Background: an optimization exercise with open tools, aiming at small area, a short achievable clock period and few clock cycles. Do not read the settings as production practice.
In this exercise RTL edits were held to simulation tests only and were not proved equivalent to the original.
Power and IR drop assume default switching activity.

File: flow/config.mk
export PLATFORM = sky130hd
export DESIGN_NAME = lowest_free_unit_allocator
export DESIGN_NICKNAME = lowest_free_unit_allocator
export VERILOG_FILES = /design/flow/design.v
export SDC_FILE = /design/flow/constraint.sdc
export NUM_CORES = 4
export LEC_CHECK = 0
export CAP_MARGIN = 20
export CORE_MARGIN = 2
export CORE_UTILIZATION = 40
export SLEW_MARGIN = 20
File: flow/constraint.sdc
create_clock -name core_clock -period 8.0 [get_ports {clk}]
set_input_delay 1.6000 -clock core_clock [delete_from_list [all_inputs] [get_ports {clk}]]
set_output_delay 1.6000 -clock core_clock [all_outputs]
set_load 0.01 [all_outputs]
File: flow/design.v
package lfua_pkg;
    localparam int NUM_UNITS_DEF = 64;
    localparam int TIME_BITS_DEF = 32;
    localparam int IN_TIME_W = 32;
    localparam int INDEX_W   = 6;
    localparam int USES_W    = 16;
    localparam int OPENED_W  = 7;
    localparam logic [USES_W-1:0] USES_MAX = '1;
    typedef struct packed {
        logic [IN_TIME_W-1:0] start_time;
        logic [IN_TIME_W-1:0] end_time;
        logic                 last_request;
    } req_t;
    typedef struct packed {
        logic [INDEX_W-1:0]  unit_index;
        logic [USES_W-1:0]   unit_uses;
        logic [OPENED_W-1:0] units_opened;
        logic                all_busy;
        logic                batch_done;
    } rsp_t;
    typedef struct packed {
        logic found;
        logic all_busy;
        logic batch_done;
        logic fresh;
    } alloc_t;
    function automatic logic [USES_W-1:0] sat_inc(input logic [USES_W-1:0] v);
        sat_inc = (v == USES_MAX) ? v : v + 1'b1;
    endfunction
endpackage
module lfua_ram #(
    parameter int WIDTH = 16,
    parameter int DEPTH = 64,
    localparam int AW   = $clog2(DEPTH)
) (
    input  logic             clk,
    input  logic             we,
    input  logic [AW-1:0]    waddr,
    input  logic [WIDTH-1:0] wdata,
    input  logic             re,
    input  logic [AW-1:0]    raddr,
    output logic [WIDTH-1:0] rdata
);
    logic [WIDTH-1:0] mem [DEPTH];
    always_ff @(posedge clk)
    begin
        if (we)
        begin
            mem[waddr] <= wdata;
        end
        if (re)
        begin
            rdata <= mem[raddr];
        end
    end
endmodule
module lfua_cells
#(
    parameter int NUM_UNITS = lfua_pkg::NUM_UNITS_DEF,
    parameter int TIME_BITS = lfua_pkg::TIME_BITS_DEF,
    localparam int IDX_W    = $clog2(NUM_UNITS),
    localparam int CNT_W    = $clog2(NUM_UNITS + 1)
) (
    input  logic                 clk,
    input  logic                 rst_n,
    input  logic [lfua_pkg::IN_TIME_W-1:0] start_time,
    input  logic [lfua_pkg::IN_TIME_W-1:0] end_time,
    input  logic                 last_request,
    input  logic                 commit,
    output logic [IDX_W-1:0]     pick,
    output logic                 found,
    output logic                 fresh,
    output logic [CNT_W-1:0]     opened_after
);
    logic [TIME_BITS-1:0] busy_until_reg [NUM_UNITS];
    logic [CNT_W-1:0]     opened_reg;
    logic [CNT_W-1:0]     opened_next;
    logic [TIME_BITS-1:0] start_t;
    logic [TIME_BITS-1:0] end_t;
    logic [NUM_UNITS-1:0] free;
    logic [NUM_UNITS-1:0] lowest;
    logic [IDX_W-1:0]     pick_enc;
    logic                 any_free;
    logic                 can_open;
    assign start_t = TIME_BITS'(start_time);
    assign end_t   = TIME_BITS'(end_time);
    always_comb
    begin
        for (int i = 0; i < NUM_UNITS; i++)
        begin
            free[i] = (CNT_W'(i) < opened_reg) && (busy_until_reg[i] <= start_t);
        end
    end
    assign lowest = free & (~free + 1'b1);
    always_comb
    begin
        pick_enc = '0;
        for (int i = 0; i < NUM_UNITS; i++)
        begin
            pick_enc = pick_enc | (lowest[i] ? IDX_W'(i) : '0);
        end
    end
    assign any_free = |free;
    assign can_open = (opened_reg != CNT_W'(NUM_UNITS));
    assign found    = any_free || can_open;
    assign pick     = any_free ? pick_enc : IDX_W'(opened_reg);
    assign fresh = !any_free && can_open;
    assign opened_after = fresh ? opened_reg + 1'b1 : opened_reg;
    always_comb
    begin
        opened_next = opened_reg;
        if (commit)
        begin
            opened_next = last_request ? '0 : opened_after;
        end
    end
    always_ff @(posedge clk or negedge rst_n)
    begin
        if (!rst_n)
        begin
            opened_reg <= '0;
        end
        else
        begin
            opened_reg <= opened_next;
        end
    end
    always_ff @(posedge clk)
    begin
        if (commit && found)
        begin
            busy_until_reg[pick] <= end_t;
        end
    end
endmodule
module lfua_count
#(
    parameter int NUM_UNITS = lfua_pkg::NUM_UNITS_DEF,
    localparam int IDX_W    = $clog2(NUM_UNITS)
) (
    input  logic              clk,
    input  logic              rst_n,
    input  logic              rd_en,
    input  logic [IDX_W-1:0]  rd_addr,
    input  logic              retire,
    input  logic [IDX_W-1:0]  b_pick,
    input  lfua_pkg::alloc_t            b_ctrl,
    output logic [lfua_pkg::USES_W-1:0] uses
);
    logic [lfua_pkg::USES_W-1:0]    rdata;
    logic                 fwd_valid_reg;
    logic [IDX_W-1:0]     fwd_addr_reg;
    logic [lfua_pkg::USES_W-1:0]    fwd_data_reg;
    logic [lfua_pkg::USES_W-1:0]    cur;
    logic                 we;
    lfua_ram #(
        .WIDTH (lfua_pkg::USES_W),
        .DEPTH (NUM_UNITS)
    ) u_ram (
        .clk   (clk),
        .we    (we),
        .waddr (b_pick),
        .wdata (uses),
        .re    (rd_en),
        .raddr (rd_addr),
        .rdata (rdata)
    );
    assign we = retire && b_ctrl.found;
    always_comb
    begin
        if (b_ctrl.fresh)
        begin
            cur = '0;
        end
        else if (fwd_valid_reg && (fwd_addr_reg == b_pick))
        begin
            cur = fwd_data_reg;
        end
        else
        begin
            cur = rdata;
        end
    end
    assign uses = b_ctrl.found ? lfua_pkg::sat_inc(cur) : '0;
    always_ff @(posedge clk or negedge rst_n)
    begin
        if (!rst_n)
        begin
            fwd_valid_reg <= 1'b0;
        end
        else
        begin
            if (rd_en)
            begin
                fwd_valid_reg <= we;
            end
        end
    end
    always_ff @(posedge clk)
    begin
        if (rd_en)
        begin
            fwd_addr_reg <= b_pick;
            fwd_data_reg <= uses;
        end
    end
endmodule
module lowest_free_unit_allocator
#(
    parameter int NUM_UNITS = lfua_pkg::NUM_UNITS_DEF,
    parameter int TIME_BITS = lfua_pkg::TIME_BITS_DEF
) (
    input  logic                 clk,
    input  logic                 rst_n,
    input  logic                 req_valid,
    output logic                 req_ready,
    input  logic [lfua_pkg::IN_TIME_W-1:0] req_start_time,
    input  logic [lfua_pkg::IN_TIME_W-1:0] req_end_time,
    input  logic                 req_last_request,
    output logic                 rsp_valid,
    input  logic                 rsp_ready,
    output logic [lfua_pkg::INDEX_W-1:0]   rsp_unit_index,
    output logic [lfua_pkg::USES_W-1:0]    rsp_unit_uses,
    output logic [lfua_pkg::OPENED_W-1:0]  rsp_units_opened,
    output logic                 rsp_all_busy,
    output logic                 rsp_batch_done
);
    lfua_pkg::req_t              req_data;
    assign req_data.start_time   = req_start_time;
    assign req_data.end_time     = req_end_time;
    assign req_data.last_request = req_last_request;
    localparam int IDX_W = $clog2(NUM_UNITS);
    localparam int CNT_W = $clog2(NUM_UNITS + 1);
    logic              v1_reg;
    lfua_pkg::req_t              req_reg;
    logic              v2_reg;
    logic [IDX_W-1:0]  pick2_reg;
    lfua_pkg::alloc_t            ctrl2_reg;
    logic [CNT_W-1:0]  opened2_reg;
    logic              v3_reg;
    lfua_pkg::rsp_t              rsp_reg;
    logic              ready1;
    logic              ready2;
    logic              ready3;
    logic              t12;
    logic              t23;
    logic [IDX_W-1:0]  pick;
    logic              found;
    logic              fresh;
    logic [CNT_W-1:0]  opened_after;
    logic [lfua_pkg::USES_W-1:0] uses;
    lfua_pkg::alloc_t            ctrl;
    assign ready3 = !v3_reg || rsp_ready;
    assign ready2 = !v2_reg || ready3;
    assign ready1 = !v1_reg || ready2;
    assign t12    = v1_reg && ready2;
    assign t23    = v2_reg && ready3;
    assign req_ready        = ready1;
    assign rsp_valid        = v3_reg;
    assign rsp_unit_index   = rsp_reg.unit_index;
    assign rsp_unit_uses    = rsp_reg.unit_uses;
    assign rsp_units_opened = rsp_reg.units_opened;
    assign rsp_all_busy     = rsp_reg.all_busy;
    assign rsp_batch_done   = rsp_reg.batch_done;
    lfua_cells #(
        .NUM_UNITS (NUM_UNITS),
        .TIME_BITS (TIME_BITS)
    ) u_cells (
        .clk          (clk),
        .rst_n        (rst_n),
        .start_time   (req_reg.start_time),
        .end_time     (req_reg.end_time),
        .last_request (req_reg.last_request),
        .commit       (t12),
        .pick         (pick),
        .found        (found),
        .fresh        (fresh),
        .opened_after (opened_after)
    );
    assign ctrl.found      = found;
    assign ctrl.all_busy   = !found;
    assign ctrl.batch_done = req_reg.last_request;
    assign ctrl.fresh      = fresh;
    lfua_count #(
        .NUM_UNITS (NUM_UNITS)
    ) u_count (
        .clk     (clk),
        .rst_n   (rst_n),
        .rd_en   (t12),
        .rd_addr (pick),
        .retire  (t23),
        .b_pick  (pick2_reg),
        .b_ctrl  (ctrl2_reg),
        .uses    (uses)
    );
    always_ff @(posedge clk or negedge rst_n)
    begin
        if (!rst_n)
        begin
            v1_reg <= 1'b0;
            v2_reg <= 1'b0;
            v3_reg <= 1'b0;
        end
        else
        begin
            if (ready1)
            begin
                v1_reg <= req_valid;
            end
            if (ready2)
            begin
                v2_reg <= v1_reg;
            end
            if (ready3)
            begin
                v3_reg <= v2_reg;
            end
        end
    end
    always_ff @(posedge clk)
    begin
        if (req_valid && ready1)
        begin
            req_reg <= req_data;
        end
        if (t12)
        begin
            pick2_reg   <= pick;
            ctrl2_reg   <= ctrl;
            opened2_reg <= opened_after;
        end
        if (t23)
        begin
            rsp_reg.unit_index   <= ctrl2_reg.found ? lfua_pkg::INDEX_W'(pick2_reg) : '0;
            rsp_reg.unit_uses    <= uses;
            rsp_reg.units_opened <= lfua_pkg::OPENED_W'(opened2_reg);
            rsp_reg.all_busy     <= ctrl2_reg.all_busy;
            rsp_reg.batch_done   <= ctrl2_reg.batch_done;
        end
    end
endmodule
File: flow/run.sh
#!/bin/bash
# synth_recipe.tcl (not shown) runs the flow's synth.tcl, then flattens the netlist and writes it again
# the make line also repeats each setting of config.mk as NAME=value (left out here)
make -C /OpenROAD-flow-scripts/flow DESIGN_CONFIG=/design/flow/config.mk WORK_HOME=/design/flow/orfs CLKGATE_MAP_FILE= SYNTH_SCRIPT=/design/flow/synth_recipe.tcl finish
==> results by group <==
Status
  – Status: timing/DRC/antenna clean

Detailed routing
  – Routed len/inst: 31.77 um
  – DR vias: 103900
  – Vias/cell: 6.021
  – DRT iter0 DRCs: between 10000 and 15000
  – Final wirelength: ~550 mm
  – Routed Antenna Nets: 0
  – Drc violations: 0
  – DR pass1 iterations: 13

Worst hold path
  – HP Class: reg2reg

Timing
  – Final Skew: between 90 and 100 ps
  – Hold WS: between 400 and 500 ps
  – Final hold violation count: 0
  – Setup violators final: 0
  – Achievable Freq: around 0.13 GHz
  – Slew Limit Headroom: 0.1492
  – Slew @ Worst Pin: ~1300 ps
  – Fin crit period: 7773 ps
  – Pins Over Slew Limit: 0
  – Crit share post-route: 0.9716

Floorplan
  – Die ar.: 0.3943 mm^2
  – I/O pin count: 102
  – Initial core utilization: 0.4011
  – Die X: about 630 um
  – Core Area: about 0.39 mm^2
  – Row Count: 229
  – Height of the die: roughly 630 um

Clock tree
  – CTS tree: yes
  – Post-cts hold buffer count: 0
  – Clk latency of the worst-skew pair: 1000 ps
  – Max clock buf depth: 4
  – Clock edge transition at the registers on the reported setup and hold paths: about 60 ps
  – Post-cts resize count: 0
  – Root Driver: clkbuf_16
  – H-tree depth: 5
  – Post-CTS Setup Bufs: 0
  – CTS Sinks: roughly 3200
  – CTS Buf Count: 360

GRT
  – First-pass GRT wire length: ~760 mm
  – Total GRT Usage: 0.2702
  – Largest net degree at the start of global routing: 67
  – Initial antenna violation count: 42
  – GRT overflow: 0
  – Vias in the first global route: a little over 100k

Yosys
  – Post-synth EDFFs: between 3000 and 4000
  – Cell variety after synth: ~100
  – Flops & latches, synth: about 3200
  – Area leader, netlist: edfxtp_1
  – Mapped Cells: 10560
  – Post-Syn Area: ~0.16 mm^2
  – Share of the synthesized area in the top cell type: 0.6216
  – Ys Warns: 4
  – Post-synthesis sequential area ratio: 0.6233
  – Mapped Nets: 12680
  – Fraction of registers with async set/reset: 0.003401
  – Top cells by area, synth: edfxtp_1, ha_1, mux2i_1
  – Top FF cell, synth: edfxtp_1
  – Syn Area/Cell: around 15 um^2

Setup path
  – WP data arrival: approximately 8500 ps
  – Crit path launch type: flop
  – Cell family with most CP delay: simple AND/OR/NAND/NOR gates
  – Worst EP required: around 8700 ps
  – Crit Path Category: reg2reg
  – WP buf/inv: 7
  – Max Fanout on Critical Path: 22
  – Worst Setup End Kind: flop
  – Slowest stage cell, crit path: or4_1
  – Flop2flop setup slack: approximately 230 ps
  – Slowest stage delay, CP: 710 ps

Final layout
  – Largest register FFs: ~2000
  – Fill count: 33340
  – Final core occ: 0.4719
  – Most frequent cells in the layout: edfxtp_1, ha_1, a21oi_1
  – Fin nets: 13870
  – Area grow syn2layout: 17.66%
  – Layout cell share with drive strength beyond 1: 0.1333
  – Most common cell after layout, fill and taps aside: edfxtp_1

Power
  – Max VDD drop: roughly 0.34 mV
  – Total Power: ~60 mW
  – Leak: ~68 nW
  – Pwr per Cell Area: 328.1 mW/mm^2

Place
  – Placer congestion estimate: 0.9439
  – Port bufs: 101
  – Placed wire-length estimate: ~360 mm

Job
  – Max_cap viols: 0
## cell families (layout without fill, tap and decap cells)
family,after synthesis,count (layout),share of synthesized area
AO/OA/AOI/OAI,2042,2042,0.08297
XOR/XNOR,22,22,0.001237
adder cells (fa/ha/maj),2051,2051,0.1648
buffers and inverters,331,1805,0.01096
flip-flops,3234,3234,0.6233
multiplexers,645,645,0.04166
other,0,20,0
AND/OR/NAND/NOR,2238,2238,0.07504
## area by class of cell
| type | instances | area (um^2) | area share |
|---|---|---|---|
| Antenna cell | 20 | 50.05 | 0.0002732 |
| Clock buffer | 428 | 9328 | 0.05092 |
| Clock inverter | 221 | 2265 | 0.01236 |
| Inverter | 164 | 773.2 | 0.004221 |
| Multi-Input combinational cell | 6998 | 57490 | 0.3138 |
| Sequential cell | 3234 | 97060 | 0.5298 |
| Tap cell | 5197 | 6502 | 0.03549 |
| Timing Repair Buffer | 992 | 9728 | 0.05310 |
## final timing paths
| check | startpoint | endpoint | cells past startpoint |
|---|---|---|---|
| max | req_reg[49] | u_count.u_ram.rdata[1] | 26 |
| min | opened2_reg[3] | rsp_reg[5] | 0 |
| min in group asynchronous | rst_n | u_cells.opened_reg[1] | 2 |
| max in group asynchronous | rst_n | u_cells.opened_reg[4] | 2 |
| max reg2reg | req_reg[49] | u_count.u_ram.rdata[1] | 26 |
| min reg2reg | opened2_reg[3] | rsp_reg[5] | 0 |
## layer usage
layer / up-vias / global-route usage / share of wire
li1: 45100 / - / -
met1: 52730 / 0.3423 / 0.39
met2: 4801 / 0.4434 / 0.47
met3: 1256 / 0.03854 / 0.078
met4: 8 / 0.1548 / 0.065
met5: - / 0 / 0.000097
## report_power, final
part	switching, mW	internal, mW
sequential	0.428	20.9
clock	7.08	9.45
combinational	13.8	8.49
## cell usage after synthesis (27+ instances only)
cell and n:
a2111oi_0 28, a211oi_1 146, a21o_1 180, a21oi_1 837, a221oi_1 56, a22o_1 35
a22oi_1 98, a31oi_1 29, and2_1 29, and3_1 27, and4_1 40, buf_2 50
buf_4 41, buf_6 30, clkbuf_1 38, edfxtp_1 3223, ha_1 2051, inv_1 159
mux2i_1 621, nand2_1 502, nand2b_1 33, nand3_1 241, nand4_1 458, nor2_1 398
nor2b_1 119, nor3_1 112, nor4_1 118, o211ai_1 95, o21a_1 36, o21ai_0 288
or3_1 27, or4_1 32
## through the flow
stage | cell area (um^2) | TNS, ps | cells | worst slack [ps]
final | 183200 | 0 | 17250 | 227.2
after CTS | 183000 | 0 | 17230 | 103.2
after global routing | 183200 | -35.25 | 17240 | -28.31
after global placement | 171400 | 0 | 16580 | 223.0
after detailed placement | 171400 | 0 | 16580 | 148.0
after floorplan | 155800 | 0 | 10560 | 113.9
Testbench counts, summed over its fixed seeds: cycles 32,024.

[static timing again, ports no longer ideal]
In the flow no input, the clock included, has a driving cell. The finished layout below was timed again as built, in two steps.
Step 1 assumes that a clkbuf_16 drives the clock port and a buf_2 every other input.
Step 2 also shifts input and output timing later by t, the mid clock arrival at the registers, as if the neighbouring blocks saw the same clock.
Three values: ideal, step 1, step 2; two values: the first two.
t, ns: 1.060
setup slack, ns: 0.227 / 0.227 / 0.227
worst register clock-pin slew, ns: 0.07 / 0.07
After both steps this run still meets setup and hold. For this run, drivers alone change the setup slack by 0.000 ns; drivers and shift together by 0.000 ns.
